This design comes from an exercise in tuning for small area, a short achievable clock period and few clock cycles per item on the open sky130 flow, not from production work.
Only simulation tests tie the RTL to the original design; equivalence was not proved.
Power is estimated from default activity; no workload was simulated.

**flow/config.mk**
```make
export PLATFORM = sky130hd
export DESIGN_NAME = lru_tag_cache_top
export DESIGN_NICKNAME = lru_tag_cache_top
export VERILOG_FILES = /design/flow/design.v
export SDC_FILE = /design/flow/constraint.sdc
export NUM_CORES = 4
export LEC_CHECK = 0
export CAP_MARGIN = 20
export CORE_MARGIN = 2
export CORE_UTILIZATION = 40
export SLEW_MARGIN = 20
```
**flow/constraint.sdc**
```tcl
create_clock -name core_clock -period 5.0 [get_ports {clk}]
set_input_delay 1.0000 -clock core_clock [delete_from_list [all_inputs] [get_ports {clk}]]
set_output_delay 1.0000 -clock core_clock [all_outputs]
set_load 0.01 [all_outputs]
```
**flow/design.v**
```verilog
package lru_tc_pkg;
    localparam int ENTRIES  = 16;
    localparam int TAG_BITS = 64;
    localparam int MODE_W  = 2;
    localparam int KEY_W   = 64;
    localparam int LOC_W   = 8;
    localparam int STAMP_W = 32;
    localparam int IDX_W   = $clog2(ENTRIES);
    localparam int CNT_W   = $clog2(ENTRIES + 1);
    typedef enum logic [MODE_W-1:0] {
        MODE_LOOKUP = 2'd0,
        MODE_INSERT = 2'd1,
        MODE_REMOVE = 2'd2
    } mode_t;
    typedef enum logic [2:0] {
        ST_IDLE,
        ST_SCAN,
        ST_ACT,
        ST_SHIFT,
        ST_FINISH
    } state_t;
    typedef struct packed {
        logic load;
        logic scan;
        logic act;
        logic shift_init;
        logic shift;
        logic cnt_dec;
        logic finish;
    } dp_cmd_t;
    typedef struct packed {
        logic walk_done;
        logic remove_hit;
        logic out_free;
    } dp_status_t;
endpackage
module lru_tag_cache_top (
    input  logic               clk,
    input  logic               rst_n,
    input  logic               req_valid,
    output logic               req_ready,
    input  logic [lru_tc_pkg::MODE_W-1:0]  req_mode,
    input  logic [lru_tc_pkg::KEY_W-1:0]   req_key_tag,
    input  logic [lru_tc_pkg::LOC_W-1:0]   req_location,
    input  logic [lru_tc_pkg::STAMP_W-1:0] req_now,
    input  logic               rsp_ready,
    output logic               rsp_valid,
    output logic               rsp_hit,
    output logic [lru_tc_pkg::LOC_W-1:0]   rsp_found_location,
    output logic [lru_tc_pkg::CNT_W-1:0]   rsp_occupancy
);
    localparam int N  = lru_tc_pkg::ENTRIES;
    localparam int TW = lru_tc_pkg::TAG_BITS;
    localparam int LW = lru_tc_pkg::LOC_W;
    localparam int SW = lru_tc_pkg::STAMP_W;
    localparam int CW = lru_tc_pkg::CNT_W;
    logic [N-1:0]  v_q;
    logic [CW-1:0] cnt_q;
    logic [TW-1:0] tag_q [N];
    logic [LW-1:0] loc_q [N];
    logic [SW-1:0] stp_q [N];
    logic [N-1:0]  bef_q [N];
    logic [N-1:0]  bt_q  [N];
    logic          r_v_q;
    logic          rdy_q;
    logic [1:0]    r_mode_q;
    logic [TW-1:0] r_tag_q;
    logic [LW-1:0] r_loc_q;
    logic [SW-1:0] r_now_q;
    logic [N-1:0]  r_m_q;
    logic          h_v_q, s_v_q;
    logic          h_hit_q, s_hit_q;
    logic [LW-1:0] h_loc_q, s_loc_q;
    logic [CW-1:0] h_occ_q, s_occ_q;
    logic          fire, hit, full;
    logic          is_l, is_i, is_r;
    logic [N-1:0]  free_oh, min_oh, tgt;
    logic [N-1:0]  w_new, w_stp, w_loc, w_app, rm;
    logic [N-1:0]  v_next;
    logic [CW-1:0] cnt_next;
    logic [N-1:0]  lt, eq;
    logic          res_hit;
    logic [LW-1:0] res_loc;
    assign fire = r_v_q && !s_v_q;
    assign hit  = |r_m_q;
    assign full = cnt_q[CW-1];
    assign is_l = (r_mode_q == 2'd0);
    assign is_i = (r_mode_q == 2'd1);
    assign is_r = (r_mode_q == 2'd2);
    always_comb
    begin
        free_oh = '0;
        for (int i = N - 1; i >= 0; i--)
        begin
            if (!v_q[i])
            begin
                free_oh    = '0;
                free_oh[i] = 1'b1;
            end
        end
    end
    always_comb
    begin
        for (int i = 0; i < N; i++)
        begin
            min_oh[i] = 1'b1;
            for (int j = 0; j < N; j++)
            begin
                if (j > i)
                    min_oh[i] = min_oh[i] & bt_q[i][j];
                else if (j < i)
                    min_oh[i] = min_oh[i] & !bt_q[j][i];
            end
        end
    end
    assign tgt = full ? min_oh : free_oh;
    always_comb
    begin
        for (int i = 0; i < N; i++)
        begin
            w_new[i] = fire && is_i && !hit && tgt[i];
            w_app[i] = w_new[i] && !full;
            w_stp[i] = w_new[i] || (fire && (is_l || is_i) && r_m_q[i]);
            w_loc[i] = fire && is_i && (hit ? r_m_q[i] : tgt[i]);
            rm[i]    = fire && is_r && r_m_q[i];
            lt[i]    = r_now_q < stp_q[i];
            eq[i]    = r_now_q == stp_q[i];
        end
    end
    assign v_next = (v_q | w_app) & ~rm;
    always_comb
    begin
        cnt_next = cnt_q;
        if (fire && is_i && !hit && !full)
            cnt_next = cnt_q + CW'(1);
        else if (fire && is_r && hit)
            cnt_next = cnt_q - CW'(1);
    end
    assign res_hit = hit && (is_l || is_i || is_r);
    always_comb
    begin
        res_loc = '0;
        for (int i = 0; i < N; i++)
            res_loc = res_loc | (r_m_q[i] ? loc_q[i] : '0);
        if (!is_l)
            res_loc = '0;
    end
    always_ff @(posedge clk or negedge rst_n)
    begin
        if (!rst_n)
        begin
            v_q   <= '0;
            cnt_q <= '0;
        end
        else
        begin
            v_q   <= v_next;
            cnt_q <= cnt_next;
        end
    end
    for (genvar i = 0; i < N; i++)
    begin : g_ent
        always_ff @(posedge clk)
        begin
            if (w_new[i])
                tag_q[i] <= r_tag_q;
            if (w_loc[i])
                loc_q[i] <= r_loc_q;
            if (w_stp[i])
                stp_q[i] <= r_now_q;
        end
        for (genvar j = i + 1; j < N; j++)
        begin : g_pair
            always_ff @(posedge clk)
            begin
                if (w_app[i])
                    bef_q[i][j] <= 1'b0;
                else if (w_app[j])
                    bef_q[i][j] <= 1'b1;
                if (w_stp[i])
                    bt_q[i][j] <= lt[j] || (eq[j] && !w_app[i] && bef_q[i][j]);
                else if (w_stp[j])
                    bt_q[i][j] <= !(lt[i] || (eq[i] && !w_app[j] && !bef_q[i][j]));
            end
        end
    end
    logic          acc;
    logic          same;
    logic [N-1:0]  m_in;
    logic          r_v_next, s_v_next, h_keep;
    assign acc  = req_valid && rdy_q;
    assign same = (req_key_tag == r_tag_q);
    always_comb
    begin
        for (int i = 0; i < N; i++)
        begin
            if (w_new[i])
                m_in[i] = same;
            else if (rm[i])
                m_in[i] = 1'b0;
            else
                m_in[i] = v_q[i] && (req_key_tag == tag_q[i]);
        end
    end
    assign r_v_next = acc || (r_v_q && !fire);
    always_ff @(posedge clk)
    begin
        if (rdy_q)
        begin
            r_mode_q <= req_mode;
            r_tag_q  <= req_key_tag;
            r_loc_q  <= req_location;
            r_now_q  <= req_now;
            r_m_q    <= m_in;
        end
    end
    assign h_keep   = h_v_q && !rsp_ready;
    assign s_v_next = h_keep && (s_v_q || fire);
    always_ff @(posedge clk or negedge rst_n)
    begin
        if (!rst_n)
        begin
            r_v_q <= 1'b0;
            rdy_q <= 1'b1;
            h_v_q <= 1'b0;
            s_v_q <= 1'b0;
        end
        else
        begin
            r_v_q <= r_v_next;
            rdy_q <= !(r_v_next && s_v_next);
            h_v_q <= h_keep || s_v_q || fire;
            s_v_q <= s_v_next;
        end
    end
    always_ff @(posedge clk)
    begin
        if (!h_keep)
        begin
            if (s_v_q)
            begin
                h_hit_q <= s_hit_q;
                h_loc_q <= s_loc_q;
                h_occ_q <= s_occ_q;
            end
            else
            begin
                h_hit_q <= res_hit;
                h_loc_q <= res_loc;
                h_occ_q <= cnt_next;
            end
        end
        if (!s_v_q)
        begin
            s_hit_q <= res_hit;
            s_loc_q <= res_loc;
            s_occ_q <= cnt_next;
        end
    end
    assign req_ready          = rdy_q;
    assign rsp_valid          = h_v_q;
    assign rsp_hit            = h_hit_q;
    assign rsp_found_location = h_loc_q;
    assign rsp_occupancy      = h_occ_q;
endmodule
```
**flow/run.sh**
```bash
#!/bin/bash
# synth_recipe.tcl (not shown) runs the flow's synth.tcl, then flattens the netlist and writes it again
# the make line also repeats each setting of config.mk as NAME=value (left out here)
make -C /OpenROAD-flow-scripts/flow DESIGN_CONFIG=/design/flow/config.mk WORK_HOME=/design/flow/orfs CLKGATE_MAP_FILE= SYNTH_SCRIPT=/design/flow/synth_recipe.tcl finish
```
==> results of run 1 <==
## cell usage in the layout (no fill, tap or decap), drive strengths merged, types with 122 or more instances in the layout
cell,instances
a21oi,293
buf,496
clkbuf,284
clkdlybuf4s50,122
dfxtp,134
edfxtp,1920
ha,514
inv,667
nand2,301
nand4,316
nor2,334
nor4,168
o21ai,129
xnor2,510
xor2,321
## cells in the mapped netlist (119+ instances only)
| master | instances |
|---|---|
| nor3_1 | 119 |
| a21oi_1 | 288 |
| xnor2_1 | 510 |
| edfxtp_1 | 1920 |
| nand4_1 | 316 |
| nand2_1 | 301 |
| clkbuf_1 | 171 |
| o21ai_0 | 124 |
| dfxtp_1 | 134 |
| ha_1 | 514 |
| nor4_1 | 168 |
| xor2_1 | 321 |
| nor2_1 | 323 |
| inv_1 | 658 |
## per-stage QoR
step / total power [mW] / instances / setup TNS (ps)
after CTS: 41.78 / 10760 / 0
after floorplan: 22.28 / 6937 / -1648
final: 41.76 / 10770 / 0
after global routing: 42.73 / 10760 / 0
after global placement: 24.71 / 10330 / -176.8
after detailed placement: 24.81 / 10340 / 0
## worst paths after layout
kind / to / slack, ps / depth (start not counted)
max in group asynchronous: rdy_q / 4190 / 2
worst max register to register: bt_q[2][5] / 750 / 11
worst min-delay path: tag_q[1][6] / 450 / 0
min in group asynchronous: s_v_q / 500 / 2
worst max-delay path: bt_q[2][5] / 750 / 11
worst min register to register: tag_q[1][6] / 450 / 0
## worst max-delay path: stages (launching register included)
cell	delay [ps]
edfxtp_1	760
buf_4	340
ha_1	290
nand4_1	170
nor4_1	590
buf_4	300
inv_1	80
nor3_1	840
buf_4	310
nand3_1	80
a21oi_1	170
o21bai_1	120
## kinds of logic after synthesis
group                      Yosys count  share of synthesized area, %
DFF                               2079                         65.17
and+or+nand+nor                   1458                         8.010
AOI/OAI and AO/OA                 1097                         8.075
buffers and inverters              934                         3.821
xor gates and xnor gates           831                         7.780
adders and majority gates          514                         6.875
muxes                               24                        0.2675
## final cells by class
class	count	area [sq um]	area share [%]
clock inverter	132	1469	1.340
multi-input combinational	3924	29320	26.76
timing repair buffer	618	5413	4.939
tap	3043	3807	3.474
antenna	13	32.53	0.02968
clock buffer	284	6040	5.511
sequential	2079	60970	55.63
inverter	676	2541	2.319
## per-layer routing
| layer | vias to the layer above | global-route usage [%] |
|---|---|---|
| met4 | 18 | 20.09 |
| met1 | 32720 | 38.76 |
| met5 | - | 0 |
| met3 | 1026 | 7.124 |
| li1 | 27090 | - |
| met2 | 4296 | 48.34 |
## power groups by stage
stage                     clock [mW]  combinational (mW)  sequential (mW)
after floorplan                    0                1.85             20.4
after global placement             0                4.32             20.4
after detailed placement           0                4.43             20.4
after CTS                       17.3                4.46             20.0
after global routing            18.0                4.75             20.0
final                           17.2                4.56             20.0
## registers in the layout, summed over array words and instances, names as in the netlist, 32 cells and up
name     flops
stp_q      512
tag_q     1024
bef_q      120
bt_q       120
loc_q      128
r_now_q     32
r_tag_q     64
==> run summary, run 1 <==
- Number of synthesized flops with an enable pin: 1,920
- Critical-path maximum fanout: 10
- Period utilisation layout: 85.04%
- RR Startpoint: r_now_q[28]
- Crit. Startpoint: r_now_q[28]
- Die height: 487.6 um
- Reg power frac: ~48%
- WP data required: ~5700 ps
- Drt total wl: approximately 370,000 um
- CTS sink cnt: roughly 2,100
- Wire length on met2: about 170,000 um
- Ranking of synthesized cells by area: edfxtp_1 62%, ha_1 6.9%, xnor2_1 4.8%
- TritonCTS buffer count: between 200 and 250
- Mean Syn Cell Area: 13.49 sq um
- Yosys top cell area share: 61.63%
- Cell area after synthesis: slightly above 90,000 sq um
- Post-synthesis cell count: a little under 7,000
- Fraction of layout cells with a size suffix above 1: ~12%
- Placed Area: a little over 100,000 sq um
- Largest net degree at the start of global routing: 69
- Port Buf Inserts: approximately 130
- TritonCTS clock tree: built
- Synthesized net count: 7,561
- Area Overhead vs Synth: 17.16%
- # DRC: 0
- Outcome: timing/DRC/antenna clean
- Fmax: around 240 MHz
- Library cells used by synthesis: roughly 90
- Vias in the first global route: just over 60,000
- Ys async rst share: under 10%
- Power Dens Cells: approximately 380 nW/um^2
- # fillers: between 20,000 and 25,000
- Worst setup EP type: flip-flop
- Final min period: roughly 4300 ps
- Combinational power share: approximately 11%
- Top FF cell, synth: edfxtp_1
- Hold_buf cts: 0
- P_int: about 31 mW
- Post-DRT Antenna Nets: 0
- Nets: 8,143
- Dpl ws: about 150 ps
- Synth area leader: edfxtp_1
- H-tree depth: 4
- Max Buffers Root-to-Sink: 3
- Final WS setup: around 750 ps
- Register area share after synthesis: between 60 and 70%
- Worst skew pair latency: between 900 and 1000 ps
- # setup viols final: 0
- Final hold violation count: 0
- Initial antenna violation count: 35
- Part of the power in the clock network: 41.2%
- Arrival time worst endpoint: around 5000 ps
- Total track usage: around 31%
- Routed via count: about 65,000
- First-pass GRT wire length: 507,100 um
- GRT overflow: 0
- Core ar.: about 230,000 sq um
- DP Wirelength: approximately 260,000 um
- Final RePlAce weighted congestion: roughly 1.1
- Vias per inst: between 6 and 7
- RSZ-0062 raised after global routing: no
- Worst IR drop on VDD: a little under 0.0004 V
- Clock Skew: about 84 ps
- Sw power: between 10 and 15 mW
- Clock transition at path regs: about 60 ps
- Die width: ~500 um
- Post-CTS setup buffers: 0
- Post-CTS sizing: 0
- Wire length on met3: about 40,000 um
- Design area: ~110,000 sq um
- Slew Viols, Final: 0
- Die footprint: ~240,000 sq um
- Clock root buffer: clkbuf_16
- Met1 Wirelength: between 100,000 and 150,000 um
- Setup Crit Path Kind: flip-flop to flip-flop
- P_leak: just over 40 nW
- #FFs+latches synth: 2,079
- Initial Util: 40.23%
- Initial DRC count: 9,605
- IO Pins: ~130
- Top layer in use: met5
- Setup crit start kind: flip-flop
- Hold Crit Class: flip-flop to flip-flop
- Worst slew pin tran: between 1000 and 1500 ps
- Synth Warn #: 6
- Row cnt: around 180
- Switching Fraction: a little over a quarter
- Pre-antenna DRT Iters: 8
- Final Util: a little under half
- Headroom to the max-slew limit: between 15 and 20%
- WL/cell: roughly 35 um
- Min-delay src: r_tag_q[6]
- Max-cap viol count: 0
- Hold WS: between 400 and 500 ps
Testbench counts, summed over its fixed seeds: cycles 20,016, items 20,000.
==> run 2, diff against run 1 <==
--- a/flow/design.v
+++ b/flow/design.v
@@ -69,4 +69,6 @@
     logic [SW-1:0] r_now_q;
     logic [N-1:0]  r_m_q;
+    logic          r_hit_q;
+    logic [N-1:0]  r_lt_q, r_eq_q;
     logic          h_v_q, s_v_q;
     logic          h_hit_q, s_hit_q;
@@ -76,12 +78,11 @@
     logic          is_l, is_i, is_r;
     logic [N-1:0]  free_oh, min_oh, tgt;
-    logic [N-1:0]  w_new, w_stp, w_loc, w_app, rm;
+    logic [N-1:0]  wn_pre, w_new, w_stp, w_loc, w_app, rm;
     logic [N-1:0]  v_next;
     logic [CW-1:0] cnt_next;
-    logic [N-1:0]  lt, eq;
     logic          res_hit;
     logic [LW-1:0] res_loc;
     assign fire = r_v_q && !s_v_q;
-    assign hit  = |r_m_q;
+    assign hit  = r_hit_q;
     assign full = cnt_q[CW-1];
     assign is_l = (r_mode_q == 2'd0);
@@ -119,11 +120,10 @@
         for (int i = 0; i < N; i++)
         begin
-            w_new[i] = fire && is_i && !hit && tgt[i];
+            wn_pre[i] = fire && is_i && tgt[i];
+            w_new[i] = wn_pre[i] && !hit;
             w_app[i] = w_new[i] && !full;
             w_stp[i] = w_new[i] || (fire && (is_l || is_i) && r_m_q[i]);
             w_loc[i] = fire && is_i && (hit ? r_m_q[i] : tgt[i]);
             rm[i]    = fire && is_r && r_m_q[i];
-            lt[i]    = r_now_q < stp_q[i];
-            eq[i]    = r_now_q == stp_q[i];
         end
     end
@@ -179,7 +179,7 @@
                     bef_q[i][j] <= 1'b1;
                 if (w_stp[i])
-                    bt_q[i][j] <= lt[j] || (eq[j] && !w_app[i] && bef_q[i][j]);
+                    bt_q[i][j] <= r_lt_q[j] || (r_eq_q[j] && !w_app[i] && bef_q[i][j]);
                 else if (w_stp[j])
-                    bt_q[i][j] <= !(lt[i] || (eq[i] && !w_app[j] && !bef_q[i][j]));
+                    bt_q[i][j] <= !(r_lt_q[i] || (r_eq_q[i] && !w_app[j] && !bef_q[i][j]));
             end
         end
@@ -187,12 +187,16 @@
     logic          acc;
     logic          same;
-    logic [N-1:0]  m_in;
+    logic [N-1:0]  m_in, cmp_in, lt_in, eq_in;
+    logic          hit_in, lt_same, eq_same;
     logic          r_v_next, s_v_next, h_keep;
     assign acc  = req_valid && rdy_q;
     assign same = (req_key_tag == r_tag_q);
-    always_comb
-    begin
-        for (int i = 0; i < N; i++)
-        begin
+    assign lt_same = req_now < r_now_q;
+    assign eq_same = req_now == r_now_q;
+    always_comb
+    begin
+        for (int i = 0; i < N; i++)
+        begin
+            cmp_in[i] = v_q[i] && (req_key_tag == tag_q[i]);
             if (w_new[i])
                 m_in[i] = same;
@@ -200,7 +204,19 @@
                 m_in[i] = 1'b0;
             else
-                m_in[i] = v_q[i] && (req_key_tag == tag_q[i]);
-        end
-    end
+                m_in[i] = cmp_in[i];
+            if (w_stp[i])
+            begin
+                lt_in[i] = lt_same;
+                eq_in[i] = eq_same;
+            end
+            else
+            begin
+                lt_in[i] = req_now < stp_q[i];
+                eq_in[i] = req_now == stp_q[i];
+            end
+        end
+    end
+    assign hit_in = hit ? |(cmp_in & ~rm)
+                        : (|(cmp_in & ~rm & ~wn_pre)) || ((|wn_pre) && same);
     assign r_v_next = acc || (r_v_q && !fire);
     always_ff @(posedge clk)
@@ -213,4 +229,7 @@
             r_now_q  <= req_now;
             r_m_q    <= m_in;
+            r_hit_q  <= hit_in;
+            r_lt_q   <= lt_in;
+            r_eq_q   <= eq_in;
         end
     end
==> run summary, run 2 <==
- Outcome: timing/DRC/antenna clean
- Initial Util: 40.26% (about the same)
- Synth area leader: edfxtp_1
- Grt met1 use: 40.94% (+2.2 points)
- Post-synthesis cell count: 7,150 (+3.1%)
- Hold Crit Class: flip-flop to flip-flop
- TritonCTS buffer count: 221 (+0.45%)
- Worst-case reg-to-reg path depth: 11 (unchanged)
- Worst IR drop on VDD: 0.0003228 V (-19%)
- Max FFs per register: 1,024 (unchanged)
- CP Buf/Inv Count: 2 (-2)
- Routed via count: 66,610 (+2.2%)
- Power Dens Cells: 368.6 nW/um^2 (-3.3%)
- Headroom to the max-slew limit: 12.05% (-7.4 points)
- Most used routing layer: met2
- Period utilisation layout: 86.76% (+1.7 points)
- RSZ-0062 raised after global routing: no
- Crit. Startpoint: req_key_tag[47]
- Reg-to-reg critical path endpoint: r_hit_q
- Pre-antenna DRT Iters: 9 (+1)
- WP data required: 5750 ps (+60 ps)
- Setup Crit Path Kind: primary input to flip-flop
- Yosys top cell area share: 61.19% (-0.45 points)
- Post-DRT Antenna Nets: 0 (unchanged)
- Library cells used by synthesis: 77 (-13%)
- Initial antenna violation count: 39 (+11%)
- IO Pins: 126 (unchanged)
- Post-CTS setup buffers: 0 (unchanged)
- Total track usage: 29.33% (-1.7 points)
- Hold_buf cts: 0 (unchanged)
- Synth Warn #: 6 (unchanged)
- Vias per inst: 6.039 (-0.20%)
- First-pass GRT wire length: 498,600 um (-1.7%)
- Top FF cell, synth: edfxtp_1
- CP cell instances: clkdlybuf4s50_1 > buf_4 > xnor2_1 > nand4_1 > nor4_1 > nand3_1 > nor3_1 > a22oi_1 > o21ai_0 > nor4b_2 > o22ai_1
- Port Buf Inserts: 125 (unchanged)
- DP Wirelength: 241,300 um (-6.4%)
- Clock root buffer: clkbuf_16
- Register area share after synthesis: 64.64% (-0.53 points)
- Top-count cell post-synth: edfxtp_1
- #FFs+latches synth: 2,112 (+1.6%)
- Most common cell after layout, fill and taps aside: edfxtp_1
- Worst setup EP type: flip-flop
- Fraction of layout cells with a size suffix above 1: 10.65% (-1.5 points)
- Most frequent cells in the layout: 1,953 x edfxtp_1, 629 x inv_1, 584 x xnor2_1
- # setup viols final: 0 (unchanged)
- Ranking of synthesized cells by area: edfxtp_1 61%, ha_1 7.1%, xnor2_1 5.3%
- CP max stage delay: 660 ps (-180 ps)
- Die footprint: 243,500 sq um (+2.4%)
- Final hold violation count: 0 (unchanged)
- Final RePlAce weighted congestion: 0.9994 (-6.9%)
- Nets: 8,317 (+2.1%)
- Setup crit start kind: primary input
- Largest net degree at the start of global routing: 68 (-1.4%)
- Row cnt: 179 (+1.1%)
- Slew Viols, Final: 0 (unchanged)
- Core ar.: 238,100 sq um (+2.4%)
- Max Buffers Root-to-Sink: 3 (unchanged)
- Die width: 493.5 um (+1.2%)
- Worst slew pin tran: 1307 ps (+105.6 ps)
- Top post-synthesis cells by count: 1,953 x edfxtp_1, 645 x inv_1, 584 x xnor2_1
- Final min period: 4338 ps (+86.22 ps)
- Drt total wl: 364,800 um (-2.7%)
- Synthesized net count: 7,806 (+3.2%)
- WL/cell: 33.07 um (-5.0%)
- TritonCTS clock tree: built
- Vias in the first global route: 62,820 (+1.3%)
- Fin cells: 11,030 (+2.4%)
- Max-cap viol count: 0 (unchanged)
- CTS sink cnt: 2,112 (+1.6%)
- Power consumption: 40.86 mW (-2.2%)
- Placed Area: 103,800 sq um (+1.7%)
- Ys async rst share: 1.184% (-0.019 points)
- Critical-path maximum fanout: 13 (+3)
- GRT overflow: 0 (unchanged)
- M3 GR Usage: 8.266% (+1.1 points)
- Crit path max-delay cell type: nor4_1
- End of the critical path: r_hit_q
- # DRC: 0 (unchanged)
- Die height: 493.5 um (+1.2%)
- Number of synthesized flops with an enable pin: 1,953 (+1.7%)
- Cell area after synthesis: 95,850 sq um (+2.5%)
- Reg-to-reg slack, setup: 870 ps (+120 ps)
- Mean Syn Cell Area: 13.41 sq um (-0.59%)
- Area Overhead vs Synth: 15.66%
- Initial DRC count: 10,700 (+11%)
- Worst skew pair latency: 910 ps (-20 ps)
- Clock Skew: 64.95 ps (-18.85 ps)
- Design area: 110,900 sq um (+1.2%)
- Arrival time worst endpoint: 5090 ps (+150 ps)
- RR Startpoint: tag_q[5][17]
- Biggest regs: tag_q (1024), stp_q (512), loc_q (128)
- Most flops, register: tag_q
- Fmax: 230.5 MHz (-2.0%)
- Family with the most delay on the worst path: simple AND/OR/NAND/NOR gates
- P_leak: 42.02 nW (+2.2%)
- Post-CTS sizing: 0 (unchanged)
- H-tree depth: 4 (unchanged)
- Met2 usage: 42.56% (-5.8 points)
- Clock transition at path regs: 60 ps (about the same)
- WP depth: 11 (unchanged)
- # fillers: 20,830 (+1.7%)
- Placed cells: 10,610 (+2.6%)
==> run 2: worst register-to-register path, stage by stage, from the launching register on <==
cell and delay [ps]:
edfxtp_1 400, xnor2_1 960, nand4_1 190, nor4_1 540, buf_4 240, nand3_1 90
buf_4 190, or4_1 660, and2_1 240, o2111ai_1 240, nor4b_2 80, o22ai_1 150
==> run 2: worst min path at each step <==
stage	cells after the start	start	end	slack, ps
2_1_floorplan	2	s_hit_q	s_hit_q	430
3_3_place_gp	2	bef_q[3][10]	bef_q[3][10]	460
3_5_place_dp	2	bef_q[3][10]	bef_q[3][10]	470
4_1_cts	2	rst_n	r_v_q	460
5_1_grt	2	bef_q[2][8]	bef_q[2][8]	500
6_report	1	s_occ_q[4]	s_occ_q[4]	480
==> run 2: layout make-up <==
type | instances | area, sq um | area share (%)
diodes | 13 | 32.53 | 0.02935
clock buffers | 282 | 5882 | 5.306
clock inverters | 130 | 1102 | 0.9944
inverters | 652 | 2449 | 2.209
multi-input cells | 4109 | 30560 | 27.57
flip-flops and latches | 2112 | 61960 | 55.89
well taps | 3167 | 3963 | 3.575
repair buffers | 565 | 4908 | 4.428
==> run 2: logic make-up after synthesis <==
family / after synthesis / synth area share (%)
AOI/OAI and AO/OA: 1197 / 8.356
xor gates and xnor gates: 885 / 8.087
adders and majority gates: 546 / 7.128
buffers and inverters: 929 / 3.754
DFF: 2112 / 64.64
muxes: 16 / 0.1867
and+or+nand+nor: 1465 / 7.848
==> run 2: report_power, final <==
| group | internal, mW | switching, mW |
|---|---|---|
| sequential | 20.0 | 0.640 |
| clock | 8.98 | 7.19 |
| combinational | 1.31 | 2.76 |
| total | 30.3 | 10.6 |
==> run 2: per-layer routing <==
metal  part of all wire (%)  wire length, um
met1                     39           143700
met2                     42           154200
met3                     13            48470
met4                    5.0            18270
met5                  0.035              127
==> run 2: through the flow <==
| stage | worst slack, ps | util [%] | hold slack, ps | setup TNS [ps] |
|---|---|---|---|---|
| finish | 661.9 | 46.56 | 483.3 | 0 |
| floorplan | -93.11 | - | 430.7 | -4144 |
| global route | 768.5 | 46.55 | 501.1 | 0 |
| CTS | 1010 | 46.54 | 461.4 | 0 |
| global placement | -309.2 | 43.57 | 458.2 | -316.1 |
| detailed placement | 87.12 | 43.61 | 470.6 | 0 |
Testbench counts of run 2, summed over its fixed seeds: cycles 20,016, items 20,000.

## re-timing with driven ports
How much do the figures lean on ideal ports? The routed layouts below were timed once more, with nothing changed but the port constraints. Step 1: set_driving_cell puts a clkbuf_16 on clk and a buf_2 on each other input, an assumption about the parent block. Step 2 times the ports against the registers' clock, not the clock port: input delays grow and output delays shrink by t, the midpoint of the rising clock arrivals with the driver on. Slacks: no drivers / after step 1 / after step 2; pairs: no drivers / after step 1.
| run | t (ns) | setup slack, ns | worst register clock-pin slew, ns | worst slew at a driven data input, ns |
|---|---|---|---|---|
| run 1 | 0.982 | 0.748 / 0.748 / -0.011 | 0.07 / 0.07 | 0.08 |
| run 2 | 0.970 | 0.662 / 0.677 / -0.292 | 0.07 / 0.07 | 0.22 |
Met with ideal ports but missed after step 2: setup timing in run 1 and run 2. For run 2, which loses most, drivers alone change the setup slack by +0.015 ns; drivers and shift together by -0.954 ns.
